This design comes from an exercise in tuning for small area, a short achievable clock period and few clock cycles on the open sky130 flow, not from production work.
RTL that was checked went through simulation tests only; none was proved equivalent to the original.
No activity file was given, so power comes from the tool's default toggle rates.

Design lsu_top, start of the top module:
module lsu_top (
  input  logic                        clk,
  input  logic                        rst_n,
  input  logic                        start,
  input  logic [1:0]                  mode,
  input  logic [31:0]                 len,
  input  logic [31:0]                 block_factor,
  input  logic [31:0]                 addr_offset,
  output logic                        done,
  input  logic [BEAT_W-1:0]           in_data,
  input  logic                        in_valid,
  output logic                        in_ready,
  output logic [BEAT_W-1:0]           out_data,
  output logic                        out_valid,
  input  logic                        out_ready,
  output logic [NUM_BANKS*12-1:0]     bank_addr,
  output logic [NUM_BANKS*WORD_W-1:0] bank_d,
  output logic [NUM_BANKS-1:0]        bank_ce,
  output logic [NUM_BANKS-1:0]        bank_we,
  input  logic [NUM_BANKS*WORD_W-1:0] bank_q
);
Size in the first run: about 2000 cells after synthesis, about 710 flip-flops, ~1700 I/O pins.
clock: 5.5 ns
lec_check: 0
cap_margin: 20
core_area: 5 5 615 615
cts_buf_list: sky130_fd_sc_hd__clkbuf_8
die_area: 0 0 620 620
setup_slack_margin: 3.0
slew_margin: 20
standard.sh (not shown) runs the stock make flow with config.mk's settings and CLKGATE_MAP_FILE= SYNTH_SCRIPT=/design/flow/synth_recipe.tcl, a recipe that flattens the netlist after the stock synthesis.
==> flow/flow/run.sh <==
#!/bin/bash
# Standard ORFS layout; the port buffers use the smallest buffer cell.
set -euo pipefail
export BUFFER_PORTS_ARGS="-buffer_cell sky130_fd_sc_hd__buf_1"
bash standard.sh > standard_flow.log 2>&1
Testbench counts at the start, summed over its fixed seeds: cycles 26,420.
Change:
==> flow/flow/run.sh (replaced) <==
#!/bin/bash
# Standard ORFS layout; the port buffers use the smallest buffer cell and the
# pins may sit one routing track apart, so the die can be smaller.
set -euo pipefail
export BUFFER_PORTS_ARGS="-buffer_cell sky130_fd_sc_hd__buf_1"
export PLACE_PINS_ARGS="-min_distance 1 -min_distance_in_tracks"
bash standard.sh > standard_flow.log 2>&1
--- a/flow/config.mk
+++ b/flow/config.mk
@@ -9,3 +9,2 @@
-export CORE_AREA = 5 5 615 615
-export CTS_BUF_LIST = sky130_fd_sc_hd__clkbuf_8
-export DIE_AREA = 0 0 620 620
+export CORE_AREA = 5 5 445 445
+export DIE_AREA = 0 0 450 450
Result: Now the flow failed in 5_1_grt. Area after synthesis is unchanged. Synthesized cell count is unchanged.
Change:
==> flow/flow/run.sh (replaced) <==
#!/bin/bash
# Standard ORFS layout; the port buffers use the smallest buffer cell.
set -euo pipefail
export BUFFER_PORTS_ARGS="-buffer_cell sky130_fd_sc_hd__buf_1"
bash standard.sh > standard_flow.log 2>&1
--- a/flow/config.mk
+++ b/flow/config.mk
@@ -9,2 +9,2 @@
-export CORE_AREA = 5 5 445 445
-export DIE_AREA = 0 0 450 450
+export CORE_AREA = 5 5 615 615
+export DIE_AREA = 0 0 620 620
Now the flow passed the timing, design-rule and antenna checks.
Area after synthesis is unchanged.
Synthesized cell count is unchanged.


## job 7500
Another version of the RTL of lsu_top (not shown whole).
Size: about 2000 cells after synthesis, roughly 730 flip-flops, about 1700 I/O pins, ~29000 sq um of cells after synthesis.
==> flow/config.mk <==
export PLATFORM = sky130hd
export DESIGN_NAME = lsu_top
export DESIGN_NICKNAME = lsu_top
export VERILOG_FILES = /design/flow/design.v
export SDC_FILE = /design/flow/constraint.sdc
export NUM_CORES = 4
export LEC_CHECK = 0
export CAP_MARGIN = 20
export CORE_AREA = 5 5 615 615
export CTS_CLUSTER_DIAMETER = 100
export CTS_CLUSTER_SIZE = 30
export DIE_AREA = 0 0 620 620
export SETUP_SLACK_MARGIN = 3.3
export SLEW_MARGIN = 20
==> flow/constraint.sdc <==
create_clock -name core_clock -period 5.5 [get_ports {clk}]
set_input_delay 1.1000 -clock core_clock [delete_from_list [all_inputs] [get_ports {clk}]]
set_output_delay 1.1000 -clock core_clock [all_outputs]
set_load 0.01 [all_outputs]
==> flow/flow/run.sh <==
#!/bin/bash
# Standard ORFS layout; the port buffers use the smallest buffer cell.
set -euo pipefail
export BUFFER_PORTS_ARGS="-buffer_cell sky130_fd_sc_hd__buf_1"
bash standard.sh > standard_flow.log 2>&1
> inputs changed (job 7500 -> job 8831)
# job 7500
export LEC_CHECK = 0
export CAP_MARGIN = 20
export CORE_AREA = 5 5 615 615
export CTS_CLUSTER_DIAMETER = 100
export CTS_CLUSTER_SIZE = 30
export DIE_AREA = 0 0 620 620
export SETUP_SLACK_MARGIN = 3.3
export SLEW_MARGIN = 20
create_clock -name core_clock -period 5.5 [get_ports {clk}]
# job 8831
export LEC_CHECK = 0
export CAP_MARGIN = 20
export CORE_AREA = 5 5 615 615
export DIE_AREA = 0 0 620 620
export SETUP_SLACK_MARGIN = 3.3
export SLEW_MARGIN = 20
create_clock -name core_clock -period 5.5 [get_ports {clk}]
--- outcome ---
- Job 8831 | status: complete | timing, DRC, antenna: pass
- Job 7500 has completed all stages; timing, DRC and antenna checks passed.
- From job 7500 to job 8831 the numbers moved as follows: total setup buffers inserted after CTS rose 5, wire length of the first global-routing pass rose 1.3%.
- In job 8831, first-iteration DRC count is higher than in job 7500.
- Lower clock period minus worst slack was reported by job 7500, not job 8831.
- Compared with job 7500, job 8831 shows portion of total power attributed to sequential cells lower by 5.0 points.
- Routed wire in job 8831 totals more than in job 7500.
- Area added between synthesis and finish for job 8831 is higher than for job 7500.
What job 8973 does differently from job 8831 at the input level:
# job 8831
export LEC_CHECK = 0
export CAP_MARGIN = 20
export CORE_AREA = 5 5 615 615
export DIE_AREA = 0 0 620 620
export SETUP_SLACK_MARGIN = 3.3
export SLEW_MARGIN = 20
create_clock -name core_clock -period 5.5 [get_ports {clk}]
# job 8973
export LEC_CHECK = 0
export CAP_MARGIN = 20
export CORE_AREA = 5 5 615 615
export DIE_AREA = 0 0 620 620
export SETUP_SLACK_MARGIN = 3.0
export SLEW_MARGIN = 20
create_clock -name core_clock -period 5.5 [get_ports {clk}]
==> comparison <==
End point of the critical path: bank_d[106] -> job 8973, bank_d[117] -> job 8831
Job 8973 against job 8831; via count is down slightly.
Between job 8831 and job 8973, final-stage net count decreased.
Delta (job 8973 minus job 8831): buffers inserted during post-CTS setup optimization decreased 14, total wirelength of the detailed-routed design increased about 3.3%, overall power consumption decreased by 2.7% relative to the old numbers, net switching power now smaller.
No run of this note included a check of the RTL's function; only the layout flow was run.


The RTL this note starts from:
==> flow/design.v <==
package lsu_pkg;
  localparam int WORD_W = 64;
  localparam int WORDS_PER_BEAT = 8;
  localparam int BEAT_W = WORD_W * WORDS_PER_BEAT;
  localparam int NUM_BANKS = 4;
  typedef logic [WORD_W-1:0] word_t;
  typedef logic [BEAT_W-1:0] beat_t;
  typedef logic [$clog2(NUM_BANKS)-1:0] bank_sel_t;
  typedef enum logic [1:0] {
    MODE_IDLE  = 2'd0,
    MODE_STORE = 2'd1,
    MODE_LOAD  = 2'd2
  } lsu_mode_t;
endpackage
import lsu_pkg::*;
module lsu_top (
  input  logic                        clk,
  input  logic                        rst_n,
  input  logic                        start,
  input  logic [1:0]                  mode,
  input  logic [31:0]                 len,
  input  logic [31:0]                 block_factor,
  input  logic [31:0]                 addr_offset,
  output logic                        done,
  input  logic [BEAT_W-1:0]           in_data,
  input  logic                        in_valid,
  output logic                        in_ready,
  output logic [BEAT_W-1:0]           out_data,
  output logic                        out_valid,
  input  logic                        out_ready,
  output logic [NUM_BANKS*12-1:0]     bank_addr,
  output logic [NUM_BANKS*WORD_W-1:0] bank_d,
  output logic [NUM_BANKS-1:0]        bank_ce,
  output logic [NUM_BANKS-1:0]        bank_we,
  input  logic [NUM_BANKS*WORD_W-1:0] bank_q
);
  logic        st_run;
  logic        ld_run;
  logic        we_q;       
  logic        done_q;
  logic [11:0] nb_q;       
  logic [11:0] rem;        
  logic [11:0] addr_inc;
  logic [1:0]  bank;
  logic [11:0] addr;
  logic [7:0]  kh;         
  logic [11:0] beats;      
  logic        act;        
  logic        lastb;      
  logic        blk_end;    
  logic        bf_is1;
  logic        use_nb;     
  logic [11:0] sn_rem;
  logic        sn_blk_end;
  logic        sn_use_nb;
  logic [1:0]  sn_bank;
  logic [11:0] sn_addr;
  logic [3:0]  ce_q;
  logic [11:0] addr_q;
  logic [63:0] d_q;
  logic        rv1, rv2, rv3;
  logic        lw1, lw2, lw3;
  logic [3:0]  oh2, oh3;
  logic        hold;
  logic        sq_q;       
  logic        rdy_q;
  logic [BEAT_W-1:0] obuf;
  logic [2:0]  wk;
  logic [7:0]  wen;        
  logic        full;
  logic        o_last;
  logic        last_word;
  logic        st_step;
  logic        squash;
  logic        ld_issue;
  logic        step;
  logic        accept;
  logic [63:0] rd_word;
  logic [63:0] st_word;
  assign last_word = lastb && kh[7];
  assign st_step  = st_run && in_valid && act;
  assign squash   = rv3 && full && !out_ready;
  assign ld_issue = ld_run && act && !hold && !sq_q;
  assign step     = st_step || ld_issue;
  assign accept   = rv3 && (!full || out_ready);
  assign in_ready  = rdy_q;
  assign done      = done_q;
  assign out_valid = full;
  assign out_data  = obuf;
  assign bank_ce   = ce_q;
  assign bank_we   = {NUM_BANKS{we_q}};
  assign bank_addr = {NUM_BANKS{addr_q}};
  assign bank_d    = {NUM_BANKS{d_q}};
  always_ff @(posedge clk) begin
    if (!rst_n) begin
      st_run <= 1'b0;
      ld_run <= 1'b0;
      done_q <= 1'b0;
    end else begin
      done_q <= (st_step && last_word) || (ld_run && full && out_ready && o_last);
      if (start) begin
        st_run <= (mode == 2'd1);
        ld_run <= (mode == 2'd2);
      end else begin
        if (st_step && last_word) st_run <= 1'b0;
        if (full && out_ready && o_last) ld_run <= 1'b0;
      end
    end
  end
  always_ff @(posedge clk) begin
    we_q <= st_run;
  end
  assign addr_inc = use_nb ? nb_q : 12'd1;
  always_ff @(posedge clk) begin
    if (start) begin
      nb_q  <= 12'd1 - block_factor[11:0];
      rem   <= 12'd1 - block_factor[11:0];
      bf_is1  <= (block_factor[11:0] == 12'd1);
      blk_end <= (block_factor[11:0] == 12'd1);
      use_nb  <= (block_factor[11:0] == 12'd1);
      act   <= 1'b1;
      lastb <= (len[14:3] == 12'd1);
      bank  <= 2'd0;
      addr  <= addr_offset[11:0];
      kh    <= 8'd1;
      beats <= len[14:3];
    end else if (sq_q) begin
      rem   <= sn_rem;
      blk_end <= sn_blk_end;
      use_nb  <= sn_use_nb;
      bank  <= sn_bank;
      addr  <= sn_addr;
      kh    <= 8'd1;
    end else if (step) begin
      kh <= {kh[6:0], kh[7]};
      if (kh[7]) begin
        beats <= beats - 12'd1;
        lastb <= (beats == 12'd2);
        act   <= !lastb;
      end
      addr <= addr + addr_inc;
      if (blk_end) begin
        rem  <= nb_q;
        blk_end <= bf_is1;
        use_nb  <= bf_is1 && (bank != 2'd2);
        bank <= bank + 2'd1;
      end else begin
        rem  <= rem + 12'd1;
        blk_end <= (rem == 12'hfff);
        use_nb  <= (rem == 12'hfff) && (bank != 2'd3);
      end
    end
  end
  always_ff @(posedge clk) begin
    if (ld_issue && kh[0]) begin
      sn_rem  <= rem;
      sn_blk_end <= blk_end;
      sn_use_nb  <= use_nb;
      sn_bank <= bank;
      sn_addr <= addr;
    end
  end
  always_ff @(posedge clk) begin
    if (!rst_n) begin
      ce_q <= 4'd0;
    end else begin
      ce_q <= step ? (4'd1 << bank) : 4'd0;
    end
  end
  always_ff @(posedge clk) begin
    addr_q <= addr;
  end
  always_comb begin
    st_word = '0;
    for (int s = 0; s < WORDS_PER_BEAT; s++) begin
      st_word = st_word | (in_data[64*s +: 64] & {64{kh[s]}});
    end
  end
  always_ff @(posedge clk) begin
    d_q <= st_word;
  end
  always_ff @(posedge clk) begin
    if (!rst_n) begin
      rv1  <= 1'b0;
      rv2  <= 1'b0;
      rv3  <= 1'b0;
      hold <= 1'b0;
      sq_q <= 1'b0;
    end else begin
      sq_q <= squash;
      rv1  <= ld_issue && !squash;
      rv2  <= rv1 && !squash;
      rv3  <= rv2 && !squash;
      hold <= squash || (hold && !(full && out_ready));
    end
  end
  always_ff @(posedge clk) begin
    if (!rst_n || start) begin
      rdy_q <= 1'b0;
    end else if (st_step) begin
      rdy_q <= kh[6];
    end
  end
  always_ff @(posedge clk) begin
    lw1 <= last_word;
    lw2 <= lw1;
    lw3 <= lw2;
    oh2 <= ce_q;
    oh3 <= oh2;
  end
  always_comb begin
    rd_word = '0;
    for (int b = 0; b < NUM_BANKS; b++) begin
      rd_word = rd_word | (bank_q[64*b +: 64] & {64{oh3[b]}});
    end
  end
  always_ff @(posedge clk) begin
    if (!rst_n) begin
      full <= 1'b0;
    end else begin
      if (accept && wk == 3'd7) begin
        full <= 1'b1;
      end else if (full && out_ready) begin
        full <= 1'b0;
      end
    end
  end
  always_ff @(posedge clk) begin
    if (!rst_n) begin
      wen <= 8'd0;
    end else begin
      wen <= (rv2 && !squash) ? (8'd1 << (accept ? wk + 3'd1 : wk)) : 8'd0;
    end
  end
  always_ff @(posedge clk) begin
    if (start) begin
      wk <= 3'd0;
    end else if (accept) begin
      wk <= wk + 3'd1;
    end
    if (accept && wk == 3'd7) o_last <= lw3;
  end
  always_ff @(posedge clk) begin
    if (wen[0] && (!full || out_ready)) obuf[63:0] <= rd_word;
    for (int s = 1; s < WORDS_PER_BEAT; s++) begin
      if (wen[s]) obuf[64*s +: 64] <= rd_word;
    end
  end
endmodule
Settings: LEC_CHECK=0, CAP_MARGIN=20, CORE_AREA=5 5 615 615, CTS_CLUSTER_DIAMETER=100, CTS_CLUSTER_SIZE=20, DIE_AREA=0 0 620 620, SETUP_SLACK_MARGIN=3.0, SLEW_MARGIN=20, TNS_END_PERCENT=10; clock period 5.5 ns.
Scripts as last shown in full above: flow/flow/run.sh
Testbench counts at the start, summed over its fixed seeds: cycles 26,420.
Next try:
CORE_AREA = 5 5 580 580   (was 5 5 615 615)
DIE_AREA = 0 0 585 585   (was 0 0 620 620)
TNS_END_PERCENT = default   (was 10)
Register-to-register slack gains 0.05 ns.
Worst setup slack is better by 0.12 ns.
Via count hardly moves.
Wire length decreases slightly.
Global-route usage goes up by 1.4 points.
Next try:
CORE_AREA = 5 5 615 615   (was 5 5 580 580)
DIE_AREA = 0 0 620 620   (was 0 0 585 585)
What happened: The changed run ran to the end with no violations; routed wire length goes up by 2.3%; clock-buffer cell count is lower by 8; clock skew barely changes; clock power is lower by 13%; core utilization decreases by 1.4 points; total power decreases by 5.9%; area after synthesis does not change.
Next try:
==> flow/flow/run.sh (replaced) <==
#!/bin/bash
# Standard ORFS layout, with two changes to how it is made:
# - the port buffers use the smallest buffer cell;
# - the pins of one bit slice (bit i of every in_data word, bank_q word,
#   out_data word and bank_d word) are placed next to each other, as are the
#   four bank_addr pins of one address bit and the four bank_we pins, so the
#   logic of a slice sits together at the edge.
set -euo pipefail
export BUFFER_PORTS_ARGS="-buffer_cell sky130_fd_sc_hd__buf_1"
args=""
for i in $(seq 0 63); do
  g=""
  for s in $(seq 0 7); do g+=" in_data[$((64*s+i))]"; done
  for b in $(seq 0 3); do g+=" bank_q[$((64*b+i))]"; done
  for s in $(seq 0 7); do g+=" out_data[$((64*s+i))]"; done
  for b in $(seq 0 3); do g+=" bank_d[$((64*b+i))]"; done
  args+=" -group_pins {${g# }}"
done
for i in $(seq 0 11); do
  args+=" -group_pins {bank_addr[$i] bank_addr[$((12+i))] bank_addr[$((24+i))] bank_addr[$((36+i))]}"
done
args+=" -group_pins {bank_we[0] bank_we[1] bank_we[2] bank_we[3]}"
export PLACE_PINS_ARGS="$args"
bash standard.sh > standard_flow.log 2>&1
After rerunning: Non-clock buffer count shrinks by 30. Utilization came out lower by 0.50 points. Worst setup slack gains 0.066 ns. Cell area is lower by 4.3%. Via count drops by 11%. Global-route usage is lower by 6.6 points. Clock skew falls by 0.044 ns. First-iteration DRC count shrinks by 21%.


Setup of run A:
RTL: the design.v shown in full above, as it stands there.
Settings: LEC_CHECK=0, CAP_MARGIN=20, CORE_AREA=5 5 615 615, CTS_CLUSTER_DIAMETER=100, CTS_CLUSTER_SIZE=20, DIE_AREA=0 0 620 620, SETUP_SLACK_MARGIN=3.0, SLEW_MARGIN=20; clock period 5.5 ns.
==> flow/flow/run.sh <==
#!/bin/bash
# Standard ORFS layout, with two changes to how it is made:
# - the port buffers use the smallest buffer cell;
# - the pins of one bit slice (bit i of every in_data word, bank_q word,
#   out_data word and bank_d word) are placed next to each other, and the
#   control pins (bank addresses and enables, transfer parameters, handshakes)
#   form one more group, so the logic behind each group sits together.
set -euo pipefail
export BUFFER_PORTS_ARGS="-buffer_cell sky130_fd_sc_hd__buf_1"
args=""
for i in $(seq 0 63); do
  g=""
  for s in $(seq 0 7); do g+=" in_data[$((64*s+i))]"; done
  for b in $(seq 0 3); do g+=" bank_q[$((64*b+i))]"; done
  for s in $(seq 0 7); do g+=" out_data[$((64*s+i))]"; done
  for b in $(seq 0 3); do g+=" bank_d[$((64*b+i))]"; done
  args+=" -group_pins {${g# }}"
done
g=""
for i in $(seq 0 11); do
  for b in $(seq 0 3); do g+=" bank_addr[$((12*b+i))]"; done
done
for b in $(seq 0 3); do g+=" bank_ce[$b] bank_we[$b]"; done
g+=" start mode[0] mode[1] in_valid in_ready out_valid out_ready done"
for i in $(seq 3 14); do g+=" len[$i]"; done
for i in $(seq 0 11); do g+=" block_factor[$i] addr_offset[$i]"; done
args+=" -group_pins {${g# }}"
export PLACE_PINS_ARGS="$args"
bash standard.sh > standard_flow.log 2>&1
Testbench counts of run A, summed over its fixed seeds: cycles 26,420.
For run B, these inputs were changed with respect to run A:
- a change of SETUP_SLACK_MARGIN from 3.0 to 3.2
==> flow/flow/run.sh <==
#!/bin/bash
# Standard ORFS layout, with two changes to how it is made:
# - the port buffers use the smallest buffer cell;
# - the pins of one bit slice (bit i of every in_data word, bank_q word,
#   out_data word and bank_d word) are placed next to each other, as are the
#   four bank_addr pins of one address bit and the four bank_we pins, so the
#   logic of a slice sits together at the edge.
set -euo pipefail
export BUFFER_PORTS_ARGS="-buffer_cell sky130_fd_sc_hd__buf_1"
args=""
for i in $(seq 0 63); do
  g=""
  for s in $(seq 0 7); do g+=" in_data[$((64*s+i))]"; done
  for b in $(seq 0 3); do g+=" bank_q[$((64*b+i))]"; done
  for s in $(seq 0 7); do g+=" out_data[$((64*s+i))]"; done
  for b in $(seq 0 3); do g+=" bank_d[$((64*b+i))]"; done
  args+=" -group_pins {${g# }}"
done
for i in $(seq 0 11); do
  args+=" -group_pins {bank_addr[$i] bank_addr[$((12+i))] bank_addr[$((24+i))] bank_addr[$((36+i))]}"
done
args+=" -group_pins {bank_we[0] bank_we[1] bank_we[2] bank_we[3]}"
export PLACE_PINS_ARGS="$args"
bash standard.sh > standard_flow.log 2>&1
[summary]
- Run A → run B: clock network power climbed about 4%, met3 global-route usage saw an increase, worst hold slack went up, total clock buffers created by CTS moved up.
- Run B ended up with reg -> out as its type of the setup path with the least slack; run A ended up with reg -> reg.
Edits applied to the flow inputs when going from run B to run C:
- SETUP_SLACK_MARGIN: 3.2 -> 3.0
==> flow/flow/run.sh <==
#!/bin/bash
# Standard ORFS layout, with two changes to how it is made:
# - the port buffers use the smallest buffer cell;
# - the four bank_d / bank_addr / bank_we pins that one register drives are
#   placed next to each other, so that register drives short wires.
set -euo pipefail
export BUFFER_PORTS_ARGS="-buffer_cell sky130_fd_sc_hd__buf_1"
args=""
for i in $(seq 0 63); do
  args+=" -group_pins {bank_d[$i] bank_d[$((64+i))] bank_d[$((128+i))] bank_d[$((192+i))]}"
done
for i in $(seq 0 11); do
  args+=" -group_pins {bank_addr[$i] bank_addr[$((12+i))] bank_addr[$((24+i))] bank_addr[$((36+i))]}"
done
args+=" -group_pins {bank_we[0] bank_we[1] bank_we[2] bank_we[3]}"
export PLACE_PINS_ARGS="$args"
bash standard.sh > standard_flow.log 2>&1
Findings:
- Total power draw up about 5% in run C wrt run B
- Run comparison: run C highest metal layer used by the detailed router met5; run B highest metal layer used by the detailed router met4
- Global-route wire length before repair: run B and run C compared, lower one is run B
- Re wire length: run B and run C aren't equal, and the lower value belongs to run B.
- The start-to-end type of the worst setup path comes out reg -> out in one run and reg -> reg in the other, namely in run B and run C respectively.
- Against run B, worst-case setup margin in the final layout in run C came out worse.
- Per the comparison of run C with run B, relative contribution of sequential cells to total power down 2.7 points, core utilization decreased by 0.45 points relative to the old numbers, count of flip-flops with a built-in enable after synthesis saw little to no change.
The following lists how run D was set up differently from run C:
- a change of CTS_CLUSTER_DIAMETER from 100 to 80
- a change of CTS_CLUSTER_SIZE from 20 to 16
-- flow/flow/run.sh --
<<< run C, line 4
# - the four bank_d / bank_addr / bank_we pins that one register drives are
#   placed next to each other, so that register drives short wires.
>>> run D, line 4
# - the pins of one bit slice (bit i of every in_data word, bank_q word,
#   out_data word and bank_d word) are placed next to each other, as are the
#   four bank_addr pins of one address bit and the four bank_we pins, so the
#   logic of a slice sits together at the edge.
<<< run C, line 10
  args+=" -group_pins {bank_d[$i] bank_d[$((64+i))] bank_d[$((128+i))] bank_d[$((192+i))]}"
>>> run D, line 12
  g=""
  for s in $(seq 0 7); do g+=" in_data[$((64*s+i))]"; done
  for b in $(seq 0 3); do g+=" bank_q[$((64*b+i))]"; done
  for s in $(seq 0 7); do g+=" out_data[$((64*s+i))]"; done
  for b in $(seq 0 3); do g+=" bank_d[$((64*b+i))]"; done
  args+=" -group_pins {${g# }}"
## What came out
In the tables for run C and run D, detailed-route wire length reads lower with run D. Looking at power, run D sits below run C. Run C → run D: sequential share of cell area higher, share of the clock period used by the worst path after layout lower.

## afterwards: timing with drivers on the ports
No port has a modelled driver above. Below, the same layouts with a new extraction and two added sets of constraints. Step 1 sets driving cells, clkbuf_16 on the clock port and buf_2 on the other inputs (assumed; they add their load-dependent delay and slew). Step 2 times the ports against the registers' clock, not the clock port: input delays grow and output delays shrink by t, the midpoint of the rising clock arrivals with the driver on. a / b / c = no drivers / after step 1 / after step 2; a / b = the first two.
run	t (ns)	setup WS [ns]	pins driven straight from the clock port
the first run of note 1	0.906	2.848 / 2.777 / 2.073	1
the third run of note 1	0.853	2.916 / 2.907 / 2.107	1
job 7500	0.816	3.005 / 2.926 / 2.453	1
job 8831	0.865	2.958 / 2.879 / 2.436	1
job 8973	0.857	2.922 / 2.844 / 2.255	1
the first run of note 3	0.829	2.833 / 2.758 / 2.277	1
the second run of note 3	0.826	2.956 / 2.896 / 2.316	1
the third run of note 3	0.817	2.956 / 2.878 / 2.410	1
the fourth run of note 3	0.803	3.022 / 2.929 / 2.510	1
run A	0.785	2.997 / 2.997 / 2.404	1
run B	0.792	3.069 / 2.975 / 2.233	1
run C	0.815	2.950 / 2.884 / 2.335	1
run D	0.818	2.995 / 2.891 / 2.515	1
After both steps every run listed still meets setup and hold. For run B, which loses most, drivers alone change the setup slack by -0.094 ns; drivers and shift together by -0.836 ns.
